Context: an optimization exercise on an open-source flow, tuned for small area, a short achievable clock period and few clock cycles per item. The choices shown serve that exercise and are no tape-out recipe.
Function not checked in this run: the RTL went through the layout flow alone.
Power figures rest on the tool's default switching activity, not on a simulated workload.

--- config.mk ---
export PLATFORM = sky130hd
export DESIGN_NAME = rigid_body_rate_rk4_step
export DESIGN_NICKNAME = rigid_body_rate_rk4_step
export VERILOG_FILES = /design/flow/design.v
export SDC_FILE = /design/flow/constraint.sdc
export NUM_CORES = 4
export LEC_CHECK = 0
export CAP_MARGIN = 20
export CORE_MARGIN = 2
export CORE_UTILIZATION = 40
export SLEW_MARGIN = 20
--- constraint.sdc ---
create_clock -name core_clock -period 16.5 [get_ports {aclk}]
set_input_delay 3.3000 -clock core_clock [delete_from_list [all_inputs] [get_ports {aclk}]]
set_output_delay 3.3000 -clock core_clock [all_outputs]
set_load 0.01 [all_outputs]
--- design.v ---
package rbrk4_pkg;
    localparam int DATA_W    = 32;
    localparam int ELEM_W    = 21;
    localparam int ROW_W     = 63;
    localparam int ACC_W     = 64;
    localparam int CFG_IDX_W = 3;
    localparam logic [CFG_IDX_W-1:0] REG_INERTIA0  = 3'd0;
    localparam logic [CFG_IDX_W-1:0] REG_INERTIA1  = 3'd1;
    localparam logic [CFG_IDX_W-1:0] REG_INERTIA2  = 3'd2;
    localparam logic [CFG_IDX_W-1:0] REG_INV0      = 3'd3;
    localparam logic [CFG_IDX_W-1:0] REG_INV1      = 3'd4;
    localparam logic [CFG_IDX_W-1:0] REG_INV2      = 3'd5;
    localparam logic [CFG_IDX_W-1:0] REG_STEP      = 3'd6;
    typedef enum logic [1:0] {
        MAC_CLEAR = 2'd0,    
        MAC_ADD   = 2'd1,    
        MAC_SUB   = 2'd2     
    } mac_op_t;
    typedef struct packed {
        logic    valid;
        mac_op_t op;
    } mac_ctl_t;
endpackage
import rbrk4_pkg::*;
module rbrk4_mac (
    input  logic                            aclk,
    input  rbrk4_pkg::mac_ctl_t             ctl,
    input  logic signed [32:0]              op_a,
    input  logic signed [32:0]              op_b,
    output logic signed [rbrk4_pkg::ACC_W-1:0] acc
);
    logic signed [ACC_W-1:0] prod_reg;
    rbrk4_pkg::mac_ctl_t            ctl_reg;
    logic signed [ACC_W-1:0] acc_reg;
    logic signed [ACC_W-1:0] acc_next;
    always_ff @(posedge aclk) begin
        prod_reg <= ACC_W'(op_a * op_b);
        ctl_reg  <= ctl;
        acc_reg  <= acc_next;
    end
    always_comb begin
        acc_next = acc_reg;
        if (ctl_reg.valid) begin
            case (ctl_reg.op)
                MAC_CLEAR: acc_next = prod_reg;
                MAC_ADD:   acc_next = acc_reg + prod_reg;
                MAC_SUB:   acc_next = acc_reg - prod_reg;
                default:   acc_next = acc_reg;
            endcase
        end
    end
    assign acc = acc_reg;
endmodule
import rbrk4_pkg::*;
module rigid_body_rate_rk4_step #(
    parameter int MAT_FRAC_BITS  = 12,
    parameter int DATA_FRAC_BITS = 24
) (
    input  logic         aclk,
    input  logic         aresetn,
    input  logic         s_tvalid,
    output logic         s_tready,
    input  logic [287:0] s_tdata,
    input  logic [0:0]   s_tuser,
    output logic         m_tvalid,
    input  logic         m_tready,
    output logic [95:0]  m_tdata,
    input  logic         cfg_we,
    input  logic [rbrk4_pkg::CFG_IDX_W-1:0] cfg_index,
    input  logic [62:0]  cfg_data
);
    typedef enum logic [6:0] {
        ST_IDLE  = 7'b0000001,
        ST_ISSUE = 7'b0000010,
        ST_WAIT  = 7'b0000100,
        ST_STORE = 7'b0001000,
        ST_FIN   = 7'b0010000,
        ST_DIV   = 7'b0100000,
        ST_OUT   = 7'b1000000
    } state_t;
    localparam logic [2:0] PH_M = 3'd0;   
    localparam logic [2:0] PH_G = 3'd1;   
    localparam logic [2:0] PH_F = 3'd2;   
    localparam logic [2:0] PH_K = 3'd3;   
    localparam logic [2:0] PH_S = 3'd4;   
    localparam logic signed [32:0] RECIP6 = 33'sd2863311531;
    localparam int RECIP_SH = 34;
    localparam logic [ACC_W-1:0] TWO31_DIV6 = 64'd357913941;
    state_t state_reg, state_next;
    logic [ROW_W-1:0] inertia_reg [3];
    logic [ROW_W-1:0] inv_reg [3];
    logic [DATA_W-1:0] step_reg;
    logic signed [DATA_W-1:0] rate_reg [3];
    logic signed [DATA_W:0]   tc_reg [3];   
    logic signed [DATA_W-1:0] v_reg [3];    
    logic signed [DATA_W-1:0] m_reg [3];
    logic signed [DATA_W-1:0] t_reg [3];
    logic signed [DATA_W-1:0] f_reg [3];
    logic signed [DATA_W+3:0] ksum_reg [3];
    logic signed [DATA_W+3:0] ksum_sel;
    logic signed [DATA_W+3:0] ksum_abs;
    logic [4:0]               ks_hi;
    logic [32:0]              div_in;
    logic signed [ACC_W-1:0]  gtmp_reg;
    logic [1:0] stage_reg;    
    logic [2:0] phase_reg;
    logic [1:0] row_reg;      
    logic [1:0] term_reg;     
    logic [1:0] wait_reg;
    logic [DATA_W-1:0] outv [3];
    rbrk4_pkg::mac_ctl_t mac_ctl;
    logic signed [32:0] op_a, op_b;
    logic signed [ACC_W-1:0] acc;
    rbrk4_mac u_mac (
        .aclk  (aclk),
        .ctl   (mac_ctl),
        .op_a  (op_a),
        .op_b  (op_b),
        .acc   (acc)
    );
    function automatic logic signed [DATA_W-1:0] sat32(input logic signed [ACC_W-1:0] x);
        logic signed [ACC_W-1:0] hi;
        logic signed [ACC_W-1:0] lo;
        hi = 64'sh0000_0000_7FFF_FFFF;
        lo = 64'shFFFF_FFFF_8000_0000;
        if (x > hi) sat32 = 32'sh7FFF_FFFF;
        else if (x < lo) sat32 = 32'sh8000_0000;
        else sat32 = x[DATA_W-1:0];
    endfunction
    function automatic logic signed [32:0] elem_of(input logic [ROW_W-1:0] row,
                                                   input logic [1:0] c);
        logic [ELEM_W-1:0] e;
        case (c)
            2'd0:    e = row[20:0];
            2'd1:    e = row[41:21];
            default: e = row[62:42];
        endcase
        elem_of = 33'(signed'(e));
    endfunction
    function automatic logic [1:0] nx(input logic [1:0] i);
        nx = (i == 2'd2) ? 2'd0 : i + 2'd1;
    endfunction
    logic [1:0] r1, r2;
    assign r1 = nx(row_reg);
    assign r2 = nx(r1);
    always_comb begin
        op_a = '0;
        op_b = '0;
        mac_ctl.valid = (state_reg == ST_ISSUE);
        mac_ctl.op = (term_reg == 2'd0) ? MAC_CLEAR : MAC_ADD;
        ksum_sel = ksum_reg[row_reg];
        case (phase_reg)
            PH_M: begin
                op_a = elem_of(inertia_reg[row_reg], term_reg);
                op_b = 33'(v_reg[term_reg]);
            end
            PH_G: begin
                op_a = (term_reg == 2'd0) ? 33'(v_reg[r1]) : 33'(v_reg[r2]);
                op_b = (term_reg == 2'd0) ? 33'(m_reg[r2]) : 33'(m_reg[r1]);
                mac_ctl.op = MAC_CLEAR;
            end
            PH_F: begin
                op_a = elem_of(inv_reg[row_reg], term_reg);
                op_b = 33'(t_reg[term_reg]);
            end
            PH_K: begin
                op_a = 33'(f_reg[row_reg]);
                op_b = {1'b0, step_reg};
                mac_ctl.op = MAC_CLEAR;
            end
            PH_S: begin
                op_a = div_in;
                op_b = RECIP6;
                mac_ctl.op = MAC_CLEAR;
            end
            default: ;
        endcase
    end
    assign ksum_abs = (ksum_sel < 0) ? -ksum_sel : ksum_sel;
    assign ks_hi    = ksum_abs[DATA_W+3:DATA_W-1];
    assign div_in   = 33'(ksum_abs[DATA_W-2:0]) + 33'({ks_hi, 1'b0});
    logic [1:0] last_term;
    always_comb begin
        case (phase_reg)
            PH_M, PH_F: last_term = 2'd2;
            PH_G:       last_term = 2'd1;
            default:    last_term = 2'd0;
        endcase
    end
    logic signed [ACC_W-1:0] shm, shd, gdiff;
    logic signed [ACC_W-1:0] hi_part, q6mag, q6, fin;
    assign shm = acc >>> MAT_FRAC_BITS;
    assign shd = acc >>> DATA_FRAC_BITS;
    assign gdiff = gtmp_reg - shd;
    assign hi_part = ACC_W'(ks_hi) * TWO31_DIV6;
    assign q6mag = (acc >>> RECIP_SH) + hi_part;
    assign q6 = ksum_sel < 0 ? -q6mag : q6mag;
    assign fin = ACC_W'(rate_reg[row_reg]) + q6;
    always_comb begin
        state_next = state_reg;
        case (state_reg)
            ST_IDLE:  if (s_tvalid) state_next = s_tuser[0] ? ST_OUT : ST_ISSUE;
            ST_ISSUE: state_next = (term_reg == last_term) ? ST_WAIT : ST_ISSUE;
            ST_WAIT:  if (wait_reg == 2'd1) state_next = ST_STORE;
            ST_STORE: state_next = (phase_reg == PH_S && row_reg == 2'd2) ? ST_OUT
                                                                          : ST_ISSUE;
            ST_FIN:   state_next = ST_OUT;
            ST_DIV:   state_next = ST_OUT;
            ST_OUT:   if (m_tready) state_next = ST_IDLE;
            default:  state_next = ST_IDLE;
        endcase
    end
    always_ff @(posedge aclk) begin
        if (!aresetn) begin
            state_reg <= ST_IDLE;
            for (int i = 0; i < 3; i++) begin
                inertia_reg[i] <= ROW_W'(64'd1 << (MAT_FRAC_BITS + ELEM_W * i));
                inv_reg[i]     <= ROW_W'(64'd1 << (MAT_FRAC_BITS + ELEM_W * i));
                rate_reg[i]    <= '0;
            end
            step_reg <= '0;
            stage_reg <= '0;
            phase_reg <= PH_M;
            row_reg <= '0;
            term_reg <= '0;
            wait_reg <= '0;
        end else begin
            state_reg <= state_next;
            if (cfg_we) begin
                case (cfg_index)
                    REG_INERTIA0: inertia_reg[0] <= cfg_data;
                    REG_INERTIA1: inertia_reg[1] <= cfg_data;
                    REG_INERTIA2: inertia_reg[2] <= cfg_data;
                    REG_INV0:     inv_reg[0] <= cfg_data;
                    REG_INV1:     inv_reg[1] <= cfg_data;
                    REG_INV2:     inv_reg[2] <= cfg_data;
                    REG_STEP:     step_reg <= cfg_data[DATA_W-1:0];
                    default: ;
                endcase
            end
            case (state_reg)
                ST_IDLE: if (s_tvalid) begin
                    for (int i = 0; i < 3; i++) begin
                        tc_reg[i] <= (DATA_W+1)'(signed'(s_tdata[32*i +: 32]))
                                     + (DATA_W+1)'(signed'(s_tdata[96+32*i +: 32]));
                        v_reg[i] <= rate_reg[i];
                        ksum_reg[i] <= '0;
                        if (s_tuser[0]) rate_reg[i] <= s_tdata[192+32*i +: 32];
                    end
                    stage_reg <= '0;
                    phase_reg <= PH_M;
                    row_reg <= '0;
                    term_reg <= '0;
                end
                ST_ISSUE: begin
                    wait_reg <= '0;
                    if (term_reg != last_term) term_reg <= term_reg + 2'd1;
                end
                ST_WAIT: wait_reg <= wait_reg + 2'd1;
                ST_STORE: begin
                    term_reg <= '0;
                    row_reg <= nx(row_reg);
                    case (phase_reg)
                        PH_M: m_reg[row_reg] <= sat32(shm);
                        PH_G: begin
                            if (last_term == 2'd1 && term_reg == 2'd1) begin
                                t_reg[row_reg] <= sat32(ACC_W'(tc_reg[row_reg])
                                                  - ACC_W'(sat32(gdiff)));
                            end
                        end
                        PH_F: f_reg[row_reg] <= sat32(shm);
                        PH_K: begin
                            ksum_reg[row_reg] <= ksum_reg[row_reg] +
                                ((stage_reg == 2'd1 || stage_reg == 2'd2) ?
                                 (36'(sat32(shd)) <<< 1) : 36'(sat32(shd)));
                        end
                        PH_S: rate_reg[row_reg] <= sat32(fin);
                        default: ;
                    endcase
                    if (row_reg == 2'd2) begin
                        case (phase_reg)
                            PH_M: phase_reg <= PH_G;
                            PH_G: phase_reg <= PH_F;
                            PH_F: phase_reg <= PH_K;
                            PH_K: begin
                                if (stage_reg == 2'd3) phase_reg <= PH_S;
                                else begin
                                    phase_reg <= PH_M;
                                    stage_reg <= stage_reg + 2'd1;
                                end
                            end
                            default: ;
                        endcase
                    end
                end
                default: ;
            endcase
            if (state_reg == ST_STORE && phase_reg == PH_K) begin
                v_reg[row_reg] <= sat32(ACC_W'(rate_reg[row_reg]) +
                    ((stage_reg == 2'd2) ? ACC_W'(sat32(shd))
                                         : (ACC_W'(sat32(shd)) >>> 1)));
            end
        end
    end
    always_ff @(posedge aclk) begin
        if (state_reg == ST_WAIT && wait_reg == 2'd0 && phase_reg == PH_G)
            gtmp_reg <= shd;
    end
    always_comb begin
        for (int i = 0; i < 3; i++) outv[i] = rate_reg[i];
    end
    assign s_tready = (state_reg == ST_IDLE);
    assign m_tvalid = (state_reg == ST_OUT);
    assign m_tdata  = {outv[2], outv[1], outv[0]};
endmodule
--- run.sh ---
#!/bin/bash
# synth_recipe.tcl (not shown) runs the flow's synth.tcl, then flattens the netlist and writes it again
# the make line also repeats each setting of config.mk as NAME=value (left out here)
make -C /OpenROAD-flow-scripts/flow DESIGN_CONFIG=/design/flow/config.mk WORK_HOME=/design/flow/orfs CLKGATE_MAP_FILE= SYNTH_SCRIPT=/design/flow/synth_recipe.tcl finish
==> impl_metrics.ini <==
[clock_tree]
clk_pin_slew_ns = 0.06
hold_buffers = 0
clock_latency_ns = 0.85
cts_tree = built
cts_buffers = 158
h-tree-depth = 4
clk_path_buf_depth = 4
cts-root-buf = clkbuf_16
cts_sinks = 1387

[floorplan]
die_w_um = 555
start_util_pct = 40.1
rows = 202
die_y_um = 555
dieArea_um2 = 308000
num_io_pins = 458
core_area_um2 = 302000

[timing]
hold_violations = 0
relSlewSlack_pct = 9.09
whs_ns = 0.450
setup_slack_ns = 1.11
drv_slew = 0
rsz0062_at_grt = no
worstMarginPinSlew_ns = 1.35
timing.final.crit_share_pct = 93.3
finalSetupTns_ns = 0
max_freq_mhz = 65.0
finalSetupViolations = 0
skew_ns = 0.0783
finalCriticalPeriod_ns = 15.39

[global_route]
grt_pass1_wl_um = 632000
grt_overflow_total = 0
grt_max_degree = 140
antenna_found_initial = 30
grt_use_total_pct = 27.0
grt_pass1_vias = 97000

[detailed_routing]
drt_iter0_markers = 10700
drc = 0
wl_per_cell_um = 24.5
viasPerCell = 5.77
drt_first_pass_iters = 6
routed_wl_um = 421000
vias = 99300
ant_nets = 0

[logic_synthesis]
ys_ff_latch = 1387
yosys-top-cells-count = nand2_1, inv_1, fa_1
synth_flop_cell = edfxtp_1
avgSynthCellArea_um2 = 9.35
yosys_warnings = 6
syn_nets = 15100
yosys.area.top_type = edfxtp_1
ys_types = 104
syn_inst = 13000
async_reset_ff_share_pct = 0
synth_top_area_share_pct = 22.1
yosysMostFrequentCell = nand2_1
yosysSeqAreaShare_pct = 30.3
synth_area_leaders = edfxtp_1, fa_1, dfxtp_1, nand2_1, ha_1
synth_edf_count = 891
netlist_area_um2 = 121000

[setup_path]
critPathSlowestCell = nand2_1
path_class = flop to flop
crit_path_max_incr_delay_ns = 0.80
worstPathArrival_ns = 16.04
reg2regPathDepth = 51
worstPathMaxFanout = 21
cp-endpoint = u_mac.prod_reg[63]
rrSetupSlack_ns = 1.11
worstPathRequired_ns = 17.15
start_kind = flop
end_kind = flop
worstReg2RegEnd = u_mac.prod_reg[63]
cpMostUsedCell = fa_1

[flow_run]
maxCapViolCount = 0

[finish]
fin_util_pct = 44.9
finalNonFillerCells = 17200
multi_input_area_um2 = 77600
area_delta_synth_final_pct = 11.8
final_area_um2 = 136000
seq_area_um2 = 36700
nets = 15200
fillers = 28900
drive_above_1_share_pct = 7.19

[hold_path]
hold_depth = 2
hold_path.class = flop to flop

[placed_design]
placedCellCount = 16900
place_congestion = 0.934
hpwl_um = 313000
portBuffers = 457
place_ws_ns = 1.13
placed_cell_area_um2 = 131000

[power_and_ir_drop]
p_leak_nw = 53.4
ir_drop_v = 0.000101
total_power_mw = 15.4
p_per_area_nw_per_um2 = 113

[status]
status = complete, no violations
[critical path: cells and delay by family (launching register included)]
kind / cells / cell delay [ns]
adder cells (fa/ha/maj): 11 / 5.17
flip-flops: 1 / 0.63
multiplexers: 1 / 0.71
buffers and inverters: 6 / 0.88
AND/OR/NAND/NOR: 15 / 3.98
AO/OA/AOI/OAI: 15 / 3.32
XOR/XNOR: 3 / 0.56
[cell families after synthesis]
kind of cell | Yosys count | share of synthesized area (%)
flip-flops | 1387 | 30.3
buffers and inverters | 2021 | 6.33
XOR/XNOR | 495 | 3.59
adder cells (fa/ha/maj) | 1782 | 25.4
multiplexers | 452 | 5.21
AND/OR/NAND/NOR | 3944 | 14.2
AO/OA/AOI/OAI | 2882 | 15.0
[report_power, final]
part / total, mW / leakage [nW] / internal [mW] / switching (mW)
sequential: 4.22 / 12.3 / 4.05 / 0.172
clock: 3.49 / 2.41 / 1.96 / 1.53
combinational: 7.64 / 38.7 / 2.80 / 4.83
total: 15.4 / 53.4 / 8.82 / 6.54
[worst min path at each step]
stage	slack [ns]	to	from
2_1_floorplan	0.43	inertia_reg[0][41]	inertia_reg[0][41]
3_3_place_gp	0.44	inv_reg[0][58]	inv_reg[0][58]
3_5_place_dp	0.44	inv_reg[0][58]	inv_reg[0][58]
4_1_cts	0.45	inv_reg[0][58]	inv_reg[0][58]
5_1_grt	0.47	inv_reg[0][61]	inv_reg[0][61]
6_report	0.45	inertia_reg[0][24]	inertia_reg[0][24]
[cells in the final DEF (no fill, tap or decap), types with 49 or more instances in the layout]
| cell type | count |
|---|---|
| o21a_1 | 66 |
| a221oi_1 | 56 |
| xnor2_1 | 347 |
| buf_4 | 251 |
| edfxtp_1 | 891 |
| and2_1 | 130 |
| a21oi_1 | 1086 |
| mux2_2 | 120 |
| o22ai_1 | 117 |
| o21bai_1 | 66 |
| a22o_1 | 95 |
| clkdlybuf4s50_1 | 456 |
| nand3_1 | 129 |
| nor4_1 | 49 |
| nor3_1 | 113 |
| ha_1 | 632 |
| nand2b_1 | 126 |
| nand2_1 | 2179 |
| nor2b_1 | 157 |
| dfxtp_1 | 487 |
| a211oi_1 | 63 |
| nand4_1 | 57 |
| mux4_2 | 130 |
| and3_1 | 65 |
| inv_1 | 1284 |
| o21ai_0 | 446 |
| nor2_1 | 722 |
| a22oi_1 | 175 |
| fa_1 | 1139 |
| a31oi_1 | 72 |
| mux2i_1 | 201 |
| clkbuf_16 | 161 |
| a21o_1 | 212 |
| xor2_1 | 147 |
[routing by layer]
metal	routed length, µm	vias up	GRT usage, %	part of all wire, %
met5	138	-	0	0.033
met4	14900	22	8.52	3.5
met3	42100	650	5.36	10
met2	186000	4476	41.6	44
met1	178000	49500	38.2	42
li1	-	44600	-	-
[layout make-up]
class                   count  area share [%]
diodes                     12          0.0221
clock buffers             194            3.11
clock inverters            78           0.496
inverters                1289            3.58
multi-input cells        9555            57.2
flip-flops and latches   1387            27.1
well taps                3978            3.67
repair buffers            712            4.82
[timing repair]
item / CTS / global route
setup endpoints to repair: 0 / 1
endpoints found under the hold margin: 0 / 0
setup buffers: 0 / 0
gates resized for setup: 0 / 1

[separate check: timing with driven ports]
Ports are ideal in the flow. The routed layout listed here was re-timed in OpenROAD. Step 1, drivers: a clkbuf_16 drives aclk and a buf_2 each remaining input, both assumed. Step 2 moves the port delays by t, midway between the first and last clock arrival at a register: inputs arrive t later, outputs are due t later. That takes back most of the time a late clock gives input paths. a / b / c = no drivers / after step 1 / after step 2; a / b = the first two.
t, ns: 0.890
setup WS [ns]: 1.107 / 1.107 / 1.107
worst hold slack (ns): 0.450 / 0.450 / 0.450
clock arrival spread, ns: 0.086 / 0.086
pins driven straight from the clock port: 1
After both steps setup and hold are still met in this run. The setup slack of this run moves by 0.000 ns with the drivers and by 0.000 ns with both steps.
